From an optimization exercise on the open Yosys and OpenROAD flow, aimed at small area, a short achievable clock period and few clock cycles per item; shortcuts taken in it are not production practice.
Function was checked by simulation only, so behaviour that the tests miss may differ from the original.
No activity file was given, so power comes from the tool's default toggle rates.

## wip/garnet
// bounded_deque_with_indexed_delete_core
module bounded_deque_with_indexed_delete_core (
  input  logic                   clk,
  input  logic                   rst_n,
  input  logic                   in_tvalid,
  output logic                   in_tready,
  input  logic [bdq_pkg::IN_TDATA_W-1:0]  in_tdata,    
  input  logic [bdq_pkg::CMD_W-1:0]       in_tuser,    
  output logic                   out_tvalid,
  input  logic                   out_tready,
  output logic [bdq_pkg::OUT_TDATA_W-1:0] out_tdata,   
  output logic [bdq_pkg::STAT_W-1:0]      out_tuser,   
  output logic                   out_tlast
);
  localparam int N = 16;
  localparam int W = 32;
  logic         rdy_r;
  logic         a_fr, a_bk, a_del, a_dump;    
  logic [W-1:0] a_val;
  logic [N-1:0] a_ge;                         
  logic         a_v;
  assign a_v = a_fr || a_bk || a_del || a_dump;
  logic [W-1:0] mem [N];
  logic [N-1:0] occ;         
  logic [4:0]   cnt;         
  logic         dumping;     
  logic [3:0]   rem;         
  logic         x_go;        
  logic         x_fr;        
  logic         x_bk;        
  logic         x_del;       
  logic         x_step;      
  logic         m_v, s_v;
  logic [W-1:0] m_item, s_item;
  logic [4:0]   m_len, s_len;
  logic [1:0]   m_st, s_st;
  logic         m_last, s_last;
  logic         full, empty, del_ok, push, m_free, step_last;
  logic [N-1:0] sn, sb, sp, hold;
  logic [W-1:0] bus;
  logic [W-1:0] r_item;
  logic [4:0]   r_len;
  logic [1:0]   r_st;
  logic         r_last;
  assign full      = occ[N-1];
  assign empty     = !occ[0];
  assign del_ok    = |(a_ge & occ);
  assign push      = x_go || x_step;
  assign m_free    = !m_v || out_tready;
  assign step_last = dumping ? (rem == 4'd0) : !occ[1];
  assign bus       = (dumping || a_dump) ? mem[0] : a_val;
  always_comb begin
    for (int i = 0; i < N; i++) begin
      sp[i] = x_fr;
      sn[i] = (x_del && a_ge[i]) || (x_step && ((i < N - 1) ? occ[(i + 1) % N] : 1'b0));
      sb[i] = (x_bk && ((i == 0) ? 1'b1 : occ[(i + N - 1) % N]) && !occ[i]) ||
              (x_step && occ[i] && ((i < N - 1) ? !occ[(i + 1) % N] : 1'b1));
      hold[i] = !(sp[i] || sn[i] || sb[i]);
    end
  ...
For scale: ~2,900 cells after synthesis, about 680 flip-flops, about 91 I/O pins, ~0.027 sq mm of cells after synthesis.
clock: 5.5 ns
lec_check: 0
cap_margin: 20
core_margin: 2
core_utilization: 40
place_density: 0.45
setup_slack_margin: 3.1
slew_margin: 20
run.sh (not shown) runs the stock make flow with config.mk's settings and CLKGATE_MAP_FILE= SYNTH_SCRIPT=/design/flow/synth_recipe.tcl, a recipe that flattens the netlist after the stock synthesis.
Testbench counts of wip/garnet, summed over its fixed seeds: cycles 19,762, commands 12,000.
> inputs changed (wip/garnet -> wip/raven)
- CTS_CLUSTER_DIAMETER: unset -> 120
- CTS_CLUSTER_SIZE: unset -> 30
## What came out
Going from wip/garnet to wip/raven, peak supply drop now sits lower; total net switching power now sits lower; final routed wirelength across all metal layers now sits lower. Re non-clock buffer count: wip/raven and wip/garnet aren't equal, and the higher value belongs to wip/garnet. Transition time at the pin with the least slew margin: higher on wip/garnet.
The inputs of wip/quartz differ from those of wip/raven as listed below.
- changing SETUP_SLACK_MARGIN from 3.1 to 3.3
- changing CTS_CLUSTER_DIAMETER from 120 to 100
- changing CTS_CLUSTER_SIZE from 30 to 25
Relative to wip/raven, reported combinational group power has gone up in wip/quartz.
Worst slack after detailed placement (wip/quartz over wip/raven): decrease, 0.13 ns
Diff wip/raven -> wip/quartz: final cycle utilization of the critical path went down by 1.3 points, first-iteration DRC count shows an increase of 123, area added between synthesis and finish saw an increase, cell area went up by 2.2%, maximum frequency went up.
Input-level comparison between wip/delta and wip/quartz:
- SETUP_SLACK_MARGIN: 3.3 -> 3.2
### Flow results
Of wip/quartz and wip/delta, the higher global-route track usage on met2 belongs to wip/delta. wip/delta -> wip/quartz: count of cells along the worst hold path delta 0, exact match. Looking only at layout buffering overhead excluding clock cells, and setting everything else aside, the higher value of wip/quartz and wip/delta goes to wip/quartz. On clock network power: between wip/quartz and wip/delta, it ends up lower for wip/delta. wip/quartz and wip/delta ended up with nearly the same post-placement cell area. Maximum clock rate of wip/quartz is on par with wip/delta.


bounded_deque_with_indexed_delete_core, a different RTL version from the one above (not shown whole).
Size in the first run: ~2900 cells after synthesis, about 690 flip-flops, ~0.027 mm^2 of cells after synthesis.
make LEC_CHECK=0 CAP_MARGIN=20 CORE_MARGIN=2 CORE_UTILIZATION=40 CTS_CLUSTER_DIAMETER=100 CTS_CLUSTER_SIZE=25 PLACE_DENSITY=0.45 SETUP_SLACK_MARGIN=3.25 SLEW_MARGIN=20 finish   # period 5.5 ns
Testbench counts at the start, summed over its fixed seeds: cycles 19,762, commands 12,000.
Rerun with:
Settings changed: CTS_CLUSTER_DIAMETER 100 to not set, CTS_CLUSTER_SIZE 25 to not set.
Effect:
- The changed run passed the timing, DRC and antenna checks
- non-clock buffer count drops by 1
- setup slack loses 0.0032 ns
- register-to-register slack gets better by 0.04 ns
- wire length climbs by 1.0%
- cell area goes up by 4.2%

-- afterwards: timing with drivers on the ports --
Ports are ideal in the flow. The routed layouts listed here were re-timed in OpenROAD. Step 1 assumes that a clkbuf_16 drives the clock port and a buf_2 every other input. Step 2 times the ports against the registers' clock, not the clock port: input delays grow and output delays shrink by t, the midpoint of the rising clock arrivals with the driver on. a / b / c = ideal ports / drivers / drivers and shift; a / b = the first two.
| run | t, ns | setup slack, ns | worst hold slack (ns) | worst setup path after step 2 | pins driven straight from the clock port |
|---|---|---|---|---|---|
| wip/garnet | 0.659 | 3.103 / 3.089 / 2.750 | 0.457 / 0.457 / 0.457 | input to register | 1 |
| wip/raven | 0.678 | 3.159 / 3.091 / 2.771 | 0.466 / 0.466 / 0.466 | input to register | 1 |
| wip/quartz | 0.647 | 3.230 / 3.164 / 2.712 | 0.464 / 0.464 / 0.464 | input to register | 1 |
| wip/delta | 0.641 | 3.237 / 3.170 / 2.710 | 0.463 / 0.463 / 0.463 | input to register | 1 |
| the first run of note 2 | 0.661 | 3.192 / 3.126 / 2.647 | 0.462 / 0.462 / 0.462 | input to register | 1 |
| the second run of note 2 | 0.671 | 3.189 / 3.123 / 2.599 | 0.449 / 0.449 / 0.449 | input to register | 1 |
After both steps every run listed still meets setup and hold. The setup slack of the second run of note 2, which loses most, moves by -0.066 ns with the drivers and by -0.590 ns with both steps.
